Context: an optimization exercise on an open-source flow, tuned for small area. The choices shown serve that exercise and are no tape-out recipe. The RTL was checked by simulation tests, not by an equivalence proof against the original design. Power is estimated from default activity; no workload was simulated.

==> flow/design.v <==
package rvv_backend_div_rs_pkg;
  localparam int NUM_DIV      = 2;
  localparam int DIV_RS_DEPTH = 8;
  localparam int RS_MAX_PORTS = 8;
  typedef struct packed {
    logic [3:0]  uop_index;
    logic [4:0]  vd_addr;
    logic [31:0] src1;
    logic [31:0] src2;
  } DIV_RS_t;
  localparam int DIV_RS_W     = 4 + 5 + 32 + 32;
  function automatic int unsigned rs_prefix_count(input logic [RS_MAX_PORTS-1:0] vld);
    int unsigned n;
    logic        run;
    n   = 0;
    run = 1'b1;
    for (int i = 0; i < RS_MAX_PORTS; i++) begin
      run = run & vld[i];
      if (run) n = n + 1;
    end
    rs_prefix_count = n;
  endfunction
endpackage
module rvv_backend_div_rs #(
  parameter int DEPTH     = rvv_backend_div_rs_pkg::DIV_RS_DEPTH,
  parameter int PUSH_NUM  = 2,
  parameter int POP_NUM   = rvv_backend_div_rs_pkg::NUM_DIV
) (
  input  logic                                            clk,
  input  logic                                            rst_n,
  input  logic                                            trap_flush_rvv,
  input  logic [PUSH_NUM-1:0]                             push,
  input  logic [PUSH_NUM*rvv_backend_div_rs_pkg::DIV_RS_W-1:0] push_data,
  output logic                                            fifo_full,
  output logic [PUSH_NUM-1:1]                             fifo_almost_full,
  input  logic [POP_NUM-1:0]                              pop,
  output logic [POP_NUM*rvv_backend_div_rs_pkg::DIV_RS_W-1:0]  pop_data,
  output logic                                            fifo_empty,
  output logic [POP_NUM-1:1]                              fifo_almost_empty,
  output logic [$clog2(DEPTH):0]                          remain
);
  localparam int DW = rvv_backend_div_rs_pkg::DIV_RS_W;
  logic [2:0]        r_wrPtr;
  logic [2:0]        r_rdPtr;
  logic [3:0]        r_count;
  logic [3:0][DW-1:0] r_even;    
  logic [3:0][DW-1:0] r_odd;     
  logic push1, push2, pop1, pop2;
  always_comb begin
    push1 = push[0] & (r_count != 4'd8);
    push2 = push[0] & push[1] & (r_count < 4'd7);
    pop1  = pop[0] & (r_count != 4'd0);
    pop2  = pop[0] & pop[1] & (r_count > 4'd1);
  end
  logic [1:0] npush, npop;
  assign npush = {push2, push1 & ~push2};
  assign npop  = {pop2,  pop1  & ~pop2};
  always_ff @(posedge clk or negedge rst_n) begin
    if (!rst_n) begin
      r_wrPtr <= '0;
      r_rdPtr <= '0;
      r_count <= '0;
    end else if (trap_flush_rvv) begin
      r_wrPtr <= '0;
      r_rdPtr <= '0;
      r_count <= '0;
    end else begin
      r_wrPtr <= r_wrPtr + 3'(npush);
      r_rdPtr <= r_rdPtr + 3'(npop);
      r_count <= r_count + 4'(npush) - 4'(npop);
    end
  end
  logic [DW-1:0] w_evenIn, w_oddIn;
  assign w_evenIn = r_wrPtr[0] ? push_data[DW +: DW] : push_data[0 +: DW];
  assign w_oddIn  = r_wrPtr[0] ? push_data[0 +: DW]  : push_data[DW +: DW];
  logic [1:0] w_row0, w_row1;
  assign w_row0 = r_wrPtr[2:1];
  assign w_row1 = r_wrPtr[0] ? r_wrPtr[2:1] + 2'd1 : r_wrPtr[2:1];
  logic [3:0] w_evenWe, w_oddWe;
  always_comb begin
    for (int k = 0; k < 4; k++) begin
      w_evenWe[k] = ~trap_flush_rvv & (r_wrPtr[0] ? (push2 & (w_row1 == 2'(k)))
                                                  : (push1 & (w_row0 == 2'(k))));
      w_oddWe[k]  = ~trap_flush_rvv & (r_wrPtr[0] ? (push1 & (w_row0 == 2'(k)))
                                                  : (push2 & (w_row1 == 2'(k))));
    end
  end
  for (genvar k = 0; k < 4; k++) begin : g_mem
    always_ff @(posedge clk) begin
      if (w_evenWe[k]) r_even[k] <= w_evenIn;
      if (w_oddWe[k])  r_odd[k]  <= w_oddIn;
    end
  end
  logic [1:0] r_evenRow, r_oddRow;
  assign r_oddRow  = r_rdPtr[2:1];
  assign r_evenRow = r_rdPtr[2:1] + 2'(r_rdPtr[0]);
  logic [3:0] w_evenSel, w_oddSel;
  always_comb begin
    for (int k = 0; k < 4; k++) begin
      w_evenSel[k] = (r_evenRow == 2'(k));
      w_oddSel[k]  = (r_oddRow  == 2'(k));
    end
  end
  logic [DW-1:0] w_evenOut, w_oddOut;
  always_comb begin
    w_evenOut = '0;
    w_oddOut  = '0;
    for (int k = 0; k < 4; k++) begin
      w_evenOut = w_evenOut | ({DW{w_evenSel[k]}} & r_even[k]);
      w_oddOut  = w_oddOut  | ({DW{w_oddSel[k]}}  & r_odd[k]);
    end
  end
  assign pop_data[0  +: DW] = r_rdPtr[0] ? w_oddOut  : w_evenOut;
  assign pop_data[DW +: DW] = r_rdPtr[0] ? w_evenOut : w_oddOut;
  assign fifo_full            = (r_count == 4'd8);
  assign fifo_empty           = (r_count == 4'd0);
  assign remain               = r_count;
  assign fifo_almost_full[1]  = (r_count >= 4'd7);
  assign fifo_almost_empty[1] = (r_count <= 4'd1);
endmodule
==> flow/flow/run.sh <==
#!/bin/bash
# Standard ORFS layout (standard.sh, unchanged synthesis) with area-oriented
# settings: small port buffers, smaller clock buffers without dummy loads,
# and after floorplanning every combinational cell set to its smallest drive
# strength (flow/downsize.tcl); the placement's repair_design then fixes any
# slew or capacitance this leaves.
set -uo pipefail
export BUFFER_PORTS_ARGS="-buffer_cell sky130_fd_sc_hd__buf_1"
export CTS_ARGS="-sink_clustering_enable -repair_clock_nets -dont_use_dummy_load -buf_list {sky130_fd_sc_hd__clkbuf_4 sky130_fd_sc_hd__clkbuf_8} -sink_clustering_size 18 -sink_clustering_max_diameter 70"
export POST_FLOORPLAN_TCL="$PWD/flow/downsize.tcl"
bash standard.sh > standard.log 2>&1
==> flow/flow/downsize.tcl <==
# Replace each combinational cell by the smallest-area cell of the same
# function family (sky130_fd_sc_hd__<fn>_<drive>), registers and clock cells
# excepted.
set db [ord::get_db]
proc master_area {name} {
  set m [[ord::get_db] findMaster $name]
  if {$m eq "NULL"} { return -1 }
  return [expr {[$m getWidth] * [$m getHeight]}]
}
set dont_use $::env(DONT_USE_CELLS)
set n 0
foreach inst [[ord::get_db_block] getInsts] {
  set mname [[$inst getMaster] getName]
  if {![regexp {^sky130_fd_sc_hd__([a-z0-9]+)_([0-9]+)$} $mname -> fn drive]} { continue }
  if {[regexp {^(df|edf|sdf|sedf|dl|clk|tap|conb|fill|decap|diode|lpflow|probe)} $fn]} { continue }
  set best $mname
  set best_area [master_area $mname]
  foreach d {0 1 2 4} {
    set cand sky130_fd_sc_hd__${fn}_$d
    if {[lsearch -exact $dont_use $cand] >= 0} { continue }
    set a [master_area $cand]
    if {$a > 0 && $a < $best_area} { set best $cand; set best_area $a }
  }
  if {$best ne $mname} {
    replace_cell [$inst getName] $best
    incr n
  }
}
puts "downsize.tcl: replaced $n cells"
==> flow/standard.sh <==
#!/bin/bash
# synth_recipe.tcl (not shown) runs the flow's synth.tcl, then flattens the netlist and writes it again
# the make line also repeats each setting of config.mk as NAME=value (left out here)
make -C /OpenROAD-flow-scripts/flow DESIGN_CONFIG=/design/flow/config.mk WORK_HOME=/design/flow/orfs CLKGATE_MAP_FILE= SYNTH_SCRIPT=/design/flow/synth_recipe.tcl "${@:-finish}"
==> flow/config.mk <==
export PLATFORM = sky130hd
export DESIGN_NAME = rvv_backend_div_rs
export DESIGN_NICKNAME = rvv_backend_div_rs
export VERILOG_FILES = /design/flow/design.v
export SDC_FILE = /design/flow/constraint.sdc
export NUM_CORES = 4
export LEC_CHECK = 0
export CAP_MARGIN = 20
export CORE_MARGIN = 2
export CORE_UTILIZATION = 80
export SLEW_MARGIN = 20
==> flow/constraint.sdc <==
create_clock -name core_clock -period 5.0 [get_ports {clk}]
set_input_delay 1.0000 -clock core_clock [delete_from_list [all_inputs] [get_ports {clk}]]
set_output_delay 1.0000 -clock core_clock [all_outputs]
set_load 0.01 [all_outputs]
==> qor.yml <==
critical_path:
  setup.worst_path.end_class: "output port"
  cp_data_arrival_time_ns: 3.19
  critical_path.top_delay_family: "multiplexers"
  start_kind: "register"
  worst-path-max-fanout: 39
  crit_path_top_delay_cell: "mux4_2"
  crit_type: "register to output port"
  required_ns: 4.00
  crit_chain: "ha_4 > buf_12 > mux4_2 > mux2_2 > buf_1"
  crit_buf_inv: 2
  slowest_delay_ns: 0.62
routing:
  wl_per_cell_um: 29.7
  vias: 13300
  ant_nets: 0
  dr.pass1.iters: 5
  viasPerCell: 7.09
  routed_wl_um: 55900
  drc: 0
  drtIter0Drc: 1623
logic_synthesis:
  ys_types: 30
  synth_fa_ha_area_share_pct: 1.01
  syn_nets: 1348
  yosysWarnings: 1
  synth_flop_cell: "edfxtp_1"
  netlist_area_um2: 25300
  async_flop_share_pct: 1.68
  synth_top_family_by_area: "multiplexers"
  synth_simple_gate_area_share_pct: 0.673
  ys_seq_area_share_pct: 70.4
  postSynthAreaPerCell_um2: 21.5
  ys_ff_latch: 594
  synth_mux_area_share_pct: 26.1
  syn_inst: 1177
  synth_compound_area_share_pct: 0.347
  synth-edff-count: 584
  synth_xor_area_share_pct: 0.168
global_routing:
  grt_util_met1_pct: 49.1
  grtUsageMet3_pct: 4.57
  grt_usage_pct: 34.7
  first_global_vias: 13800
  grt_pass1_wl_um: 83700
  grt_start_max_net_pins: 80
  met2_usage_pct: 58.5
  antenna_found_initial: 3
  gr-total-overflow: 0
  busiest_layer: "met2"
power:
  ir_drop_mv: 0.437
  leakagePower_nw: 8.33
  p_total_mw: 13.9
  power_per_cell_area_nw_per_um2: 503
clocking:
  post_cts_buffers: 0
  clock-sinks: 594
  cts_inserted_buffers: 38
  cts_tree: "yes"
  holdBufCountCts: 0
  worstSkewPairLatency_ns: 0.56
  cts_buffer_depth: 3
  cts_resized: 0
  cts_root_buffer: "clkbuf_8"
  htree_levels: 2
  path_clk_slew_ns: 0.11
die:
  start_util_pct: 80.7
  dieArea_um2: 33000
  rows: 65
  fp.dieW_um: 182
  die_h_um: 182
  io_pins: 307
  core_area_um2: 31300
flow_run:
  max-cap-violations: 0
timing:
  worst_pin_slew_ns: 1.14
  max_freq_ghz: 0.239
  finalHoldViolCount: 0
  max_slew_margin_pct: 23.7
  fin_crit_sh_pct: 83.7
  tns_ns: 0
  setup-violations-final: 0
  fin_crit_ns: 4.19
  fin_skew_ns: 0.0156
  drv_slew: 0
  rsz0062_at_grt: "no"
place:
  dp_hpwl_um: 35500
  io_buffers: 306
  dp.cells: 1841
  place.gp.congestion: 0.779
finish:
  layout_commonest_cell: "edfxtp_1"
  mostFrequentLayoutCells: "edfxtp_1 (584), buf_1 (306), mux2_2 (293)"
  layout.nets: 1650
  stdcell_count: 1882
  drive_gt1_share_pct: 34.9
  num-fill-cells: 1119
  area_growth_pct: 9.21
run_status:
  outcome: "timing/DRC/antenna clean"
worst_hold_path:
  min_path_type: "input pin to async pin"
## per-layer routing
metal  part of all wire [%]  wire [µm]
met1                     36      20100
met2                     52      29000
met4                    3.0       1660
met3                    9.3       5180
met5                  0.023         13
## registers in the layout (all words and copies together) (netlist names)
signal,cells
r_rdPtr,3
r_odd,292
r_count,4
r_wrPtr,3
r_even,292
## Yosys cell counts, drive strengths merged (4+ instances only)
master	n	share of area, %
buf	42	0.80
nor2b	6	0.15
o22ai	6	0.15
clkbuf	24	0.36
mux2	293	13
inv	12	0.18
ha	14	0.69
dfrtp	10	0.99
nand3	5	0.099
edfxtp	584	69
fa	4	0.32
nor2	7	0.10
mux4	146	13
## final cells by class
cell class                 count  area (µm²)  share of cell area (%)
sequential                   594       17800                    64.5
timing repair buffer         328        1430                    5.17
antenna                        3        7.51                  0.0272
clock buffer                  38         523                    1.90
tap                          402         503                    1.82
inverter                      12        45.0                   0.163
multi-input combinational    505        7290                    26.4
## logic make-up after synthesis
| kind of cell | count (synthesis) |
|---|---|
| flops | 594 |
| mux | 439 |
| buf+inv | 78 |
| simple gates | 31 |
| fa+ha+maj | 18 |
| compound gates | 13 |
| xor+xnor | 4 |
## worst reg2reg max path: cells and delay by family, from the launching register on
kind / cells / cell delay, ns
AO/OA/AOI/OAI: 1 / 0.81
buffers and inverters: 1 / 0.45
flip-flops: 1 / 1.14
AND/OR/NAND/NOR: 1 / 0.63
## final timing paths
kind	startpoint	endpoint	slack, ns	cells after the start
max in group asynchronous	rst_n	r_rdPtr[1]	4.09	1
setup / recovery	r_rdPtr[0]	pop_data[127]	0.81	5
hold reg to reg	r_wrPtr[2]	r_wrPtr[2]	0.65	2
min in group core_clock	r_wrPtr[2]	r_wrPtr[2]	0.65	2
setup reg to reg	r_wrPtr[0]	r_odd[179]	1.61	3
hold / removal	rst_n	r_count[1]	0.43	1
## power breakdown
| part | leakage [nW] | total [mW] | internal [mW] | switching [mW] |
|---|---|---|---|---|
| clock | 0.273 | 2.02 | 0.690 | 1.33 |
| sequential | 5.41 | 6.25 | 6.05 | 0.207 |
| combinational | 2.65 | 5.61 | 2.61 | 3.01 |
## through the flow
stage                     utilization, %  setup slack, ns  cell area, µm²  hold slack [ns]
after CTS                           88.1            0.756           27600            0.423
after detailed placement            86.4             1.37           27100            0.631
final                               88.1            0.813           27600            0.434
after global routing                88.1            0.689           27600            0.453
after floorplan                        -           -0.760           25300            0.559
after global placement              86.4             1.45           27100            0.590

## what the ideal ports hide
How much do the figures lean on ideal ports? The routed layout below was timed once more, with nothing changed but the port constraints. Step 1 (the two cells are an assumption about what drives the block):
set clk [get_ports {clk}]
set_driving_cell -lib_cell sky130_fd_sc_hd__clkbuf_16 $clk
set_driving_cell -lib_cell sky130_fd_sc_hd__buf_2 [delete_from_list [all_inputs] $clk]
Step 2 adds t to the input delays and takes it off the output delays; t is the mean of the earliest and latest rising clock arrival at the registers after step 1. Input paths then give back, and output paths get back, about the clock's delay inside the block. Three values: ideal ports, drivers, drivers and shift; two values: the first two.
shift t [ns]: 0.599
slack for setup (ns): 0.813 / 0.762 / 1.361
hold slack, ns: 0.434 / 0.408 / 0.648
After both steps setup and hold are still met in this run. For this run, drivers alone change the setup slack by -0.051 ns; drivers and shift together by +0.548 ns.
